What follows belongs to an exercise in optimizing a design on an open flow for small area and a short achievable clock period; a production flow would make more cautious choices.
RTL that was checked went through simulation tests only; none was proved equivalent to the original.
Power figures rest on the tool's default switching activity, not on a simulated workload.

## alu_top
module alu_top (
    input  logic                      clk,
    input  logic                      reset,
    input  logic                      ce,
    input  logic                      execute,
    input  logic [4:0]                operation,
    input  logic [16-1:0]    ta,
    input  logic [16-1:0]    tb,
    input  logic                      wide,
    input  logic [5:0]                flags_in,
    output logic [32-1:0]    result,
    output logic [5:0]                flags,
    output logic                      done
);
    localparam int CY = 5, P = 4, AC = 3, Z = 2, S = 1, V = 0;
    logic [4:0] op;
    logic       cy_in;
    assign op    = operation;
    assign cy_in = flags_in[CY];
    logic op_valid, is_arith, is_sub, use_c, incdec, is_inc, is_dec, is_neg;
    logic is_log3, is_test;
    logic is_rol, is_ror, is_rolc, is_rorc, is_rot, is_rotc;
    logic is_shl, is_shr, is_shra, is_shift_any, is_mul, mul_signed, psz_op;
    assign op_valid     = op <= 5'd24;
    assign is_arith     = op <= 5'd7;
    assign is_sub       = op >= 5'd3 && op <= 5'd7;
    assign use_c        = op == 5'd1 || op == 5'd4;
    assign is_inc       = op == 5'd2;
    assign is_dec       = op == 5'd6;
    assign incdec       = is_inc | is_dec;
    assign is_neg       = op == 5'd7;
    assign is_log3      = op >= 5'd8 && op <= 5'd10;
    assign is_test      = op == 5'd15;
    assign is_rol       = op == 5'd16;
    assign is_rolc      = op == 5'd17;
    assign is_ror       = op == 5'd18;
    assign is_rorc      = op == 5'd19;
    assign is_rot       = is_rol | is_ror;
    assign is_rotc      = is_rolc | is_rorc;
    assign is_shl       = op == 5'd20;
    assign is_shr       = op == 5'd21;
    assign is_shra      = op == 5'd22;
    assign is_shift_any = op >= 5'd16 && op <= 5'd22;
    assign is_mul       = op == 5'd23 || op == 5'd24;
    assign mul_signed   = op == 5'd24;
    assign psz_op       = is_arith | is_log3 | is_shl | is_shr | is_shra;
    logic [3:0]  bidx;
    logic [15:0] bmask, b2, lres;
    logic [3:0]  tt;     
    assign bidx  = wide ? tb[3:0] : {1'b0, tb[2:0]};
    assign bmask = 16'd1 << bidx;
    assign b2    = op[2] ? bmask : tb;
    always_comb begin
        case (op[2:0])
            3'd0:    tt = 4'b1000;    
  ...
Size: about 39 flip-flops, roughly 87 I/O pins, about 13000 µm² of cells after synthesis.
==> flow/config.mk <==
export PLATFORM = sky130hd
export DESIGN_NAME = alu_top
export DESIGN_NICKNAME = alu_top
export VERILOG_FILES = /design/flow/design.v
export SDC_FILE = /design/flow/constraint.sdc
export NUM_CORES = 4
export LEC_CHECK = 0
export ABC_AREA = 1
export CAP_MARGIN = 20
export CORE_MARGIN = 2
export CORE_UTILIZATION = 40
export SETUP_SLACK_MARGIN = 1.3
export SLEW_MARGIN = 20
==> flow/constraint.sdc <==
create_clock -name core_clock -period 11.0 [get_ports {clk}]
set_input_delay 2.2000 -clock core_clock [delete_from_list [all_inputs] [get_ports {clk}]]
set_output_delay 2.2000 -clock core_clock [all_outputs]
set_load 0.01 [all_outputs]
standard.sh (not shown) runs the stock make flow with config.mk's settings and CLKGATE_MAP_FILE= SYNTH_SCRIPT=/design/flow/synth_recipe.tcl, a recipe that flattens the netlist after the stock synthesis.
==> flow/flow/run.sh <==
#!/bin/bash
# The standard layout (standard.sh) with two changes:
# - synthesis runs Yosys's synth with -noabc (SYNTH_ARGS), so the full adders
#   are extracted from the design's own gates rather than from ABC's first
#   mapping, which leaves them in mixed polarity with inverters in between;
#   the registers, their names and cells are those of the standard synthesis
# - buffer_ports makes the port buffers from buf_2 cells instead of the slow
#   delay-buffer cell it picks by itself
# The make output goes to make_finish.log here; ORFS keeps each step's log
# under orfs/logs/.
set -euo pipefail
bash standard.sh "SYNTH_ARGS=-noabc" \
    "BUFFER_PORTS_ARGS=-buffer_cell sky130_fd_sc_hd__buf_2" finish > make_finish.log 2>&1
==> next run, changes <==
--- a/flow/design.v
+++ b/flow/design.v
@@ -1521,18 +1521,18 @@
         for (int i = 0; i < 8; i++) begin
             one_m[i] = bx[2 * i] ^ (i == 0 ? 1'b0 : bx[2 * i - 1]);
             two_m[i] = ( bx[2 * i + 1] & ~bx[2 * i] & ~(i == 0 ? 1'b0 : bx[2 * i - 1]))
                      | (~bx[2 * i + 1] &  bx[2 * i] &  (i == 0 ? 1'b0 : bx[2 * i - 1]));
             neg_m[i] = bx[2 * i + 1];
         end
     always_comb
         for (int i = 0; i < 8; i++) begin
-            bone[i] = is_mul ? one_m[i] : oh_sh[2 * i] | (i == 0 && is_arith && !is_neg);
-            btwo[i] = is_mul ? two_m[i] : oh_sh[2 * i + 1];
+            bone[i] = (is_mul & one_m[i]) | oh_sh[2 * i] | (i == 0 && is_arith && !is_neg);
+            btwo[i] = (is_mul & two_m[i]) | oh_sh[2 * i + 1];
             bneg[i] = is_mul & neg_m[i];
         end
     assign bd8 = is_mul & tbx[15] & ~mul_signed;
     always_comb begin
         if (is_neg)
             ay = ~ta;
         else if (is_inc)
             ay = 16'd0;
After rerunning: The changed run completed with no timing, DRC or antenna violations. Cell area rises by 0.47%. Area after synthesis goes up by 2.4%. Worst hold slack stays flat. Utilization is lower by 1.1 points. Fmax drops by 0.66%. Clock power falls by 16%. Via count rises by 1.2%. Critical path depth shrinks by 4. Wire length increases by 4.1%.
The RTL of the second run of this note was laid out without a check of its function.

---

Setup of oak:
Starting RTL as in the previous note.
==> flow/config.mk <==
export PLATFORM = sky130hd
export DESIGN_NAME = alu_top
export DESIGN_NICKNAME = alu_top
export VERILOG_FILES = /design/flow/design.v
export SDC_FILE = /design/flow/constraint.sdc
export NUM_CORES = 4
export LEC_CHECK = 0
export ABC_AREA = 1
export CAP_MARGIN = 20
export CORE_MARGIN = 2
export CORE_UTILIZATION = 40
export SETUP_SLACK_MARGIN = 1.0
export SLEW_MARGIN = 20
==> flow/constraint.sdc <==
create_clock -name core_clock -period 11.0 [get_ports {clk}]
set_input_delay 2.2000 -clock core_clock [delete_from_list [all_inputs] [get_ports {clk}]]
set_output_delay 2.2000 -clock core_clock [all_outputs]
set_load 0.01 [all_outputs]
Scripts as last shown in full above: flow/flow/run.sh
The inputs of pine differ from those of oak as listed below.
--- a/flow/design.v
+++ b/flow/design.v
@@ -1608,23 +1608,28 @@
     logic [5:0]  next_flags;
     logic        pz, ps, pp;
     assign r16 = (is_arith | op[4]) ? sres : lres;
     always_comb begin
         if (is_mul)
             next_result = wide ? prod : {16'd0, prod[15:0]};
         else if (wide)
             next_result = {16'd0, r16};
         else
             next_result = {24'd0, r16[7:0]};
     end
-    assign pp = ~^r16[7:0];
+    logic pp_lo, pp_hi;
+    assign pp_lo = ~^prod[7:0];
+    assign pp_hi = ~^prod[23:16];
+    assign pp = !(is_arith | op[4])        ? ~^lres[7:0]
+              : (is_shl & cnt[4])          ? 1'b1
+              : ((is_shr | is_shra) & cnt_nz) ? pp_hi : pp_lo;
     assign ps = wide ? r16[15] : r16[7];
     assign pz = wide ? (r16 == 16'd0) : (r16[7:0] == 8'd0);
     always_comb begin
         next_flags = flags_in;
         if (is_arith) begin
             if (!incdec) next_flags[CY] = ar_cy;
             next_flags[AC] = ar_ac;
             next_flags[V]  = ar_v;
         end
         if (is_log3) begin
             next_flags[CY] = 1'b0;
Results
Ratio of final minimum period to clock period (lower): oak. Looking only at leakage dissipation, and setting everything else aside, the higher value of pine and oak goes to pine. In pine, the number of signal-net buffers in the layout came out 27 below the value in oak. Number of instances in the synthesized netlist, pine and oak: lower on oak. Compared with oak, pine shows a total power that is 2.0% higher. pine: total placed instance area higher than oak. Changes observed in pine relative to oak: non-clock inverter instance count of the final layout increased about 3%, well tap count increased 11%, die width increased about 2.7%, count of multi-input combinational gates increased 8.5%. Area: pine vs oak -> pine larger.
Function not checked in pine: the RTL went through the layout flow alone.

==> separate check: timing with driven ports <==
How much do the figures lean on ideal ports? The routed layouts below were timed once more, with nothing changed but the port constraints.
Step 1 assumes that a clkbuf_16 drives the clock port and a buf_2 every other input.
Step 2 also shifts input and output timing later by t, the mid clock arrival at the registers, as if the neighbouring blocks saw the same clock.
a / b / c = ideal ports / drivers / drivers and shift; a / b = the first two.
run	shift t [ns]	setup WS [ns]	clock arrival spread, ns	worst data-port slew with drivers (ns)
the first run of note 1	0.317	1.696 / 1.707 / 1.390	0.005 / 0.005	0.03
the second run of note 1	0.314	1.635 / 1.635 / 1.321	0.004 / 0.003	0.04
oak	0.318	1.425 / 1.436 / 1.118	0.005 / 0.005	0.03
pine	0.312	1.299 / 1.311 / 0.999	0.007 / 0.007	0.07
After both steps every run listed still meets setup and hold. The setup slack of the second run of note 1, which loses most, moves by 0.000 ns with the drivers and by -0.314 ns with both steps.
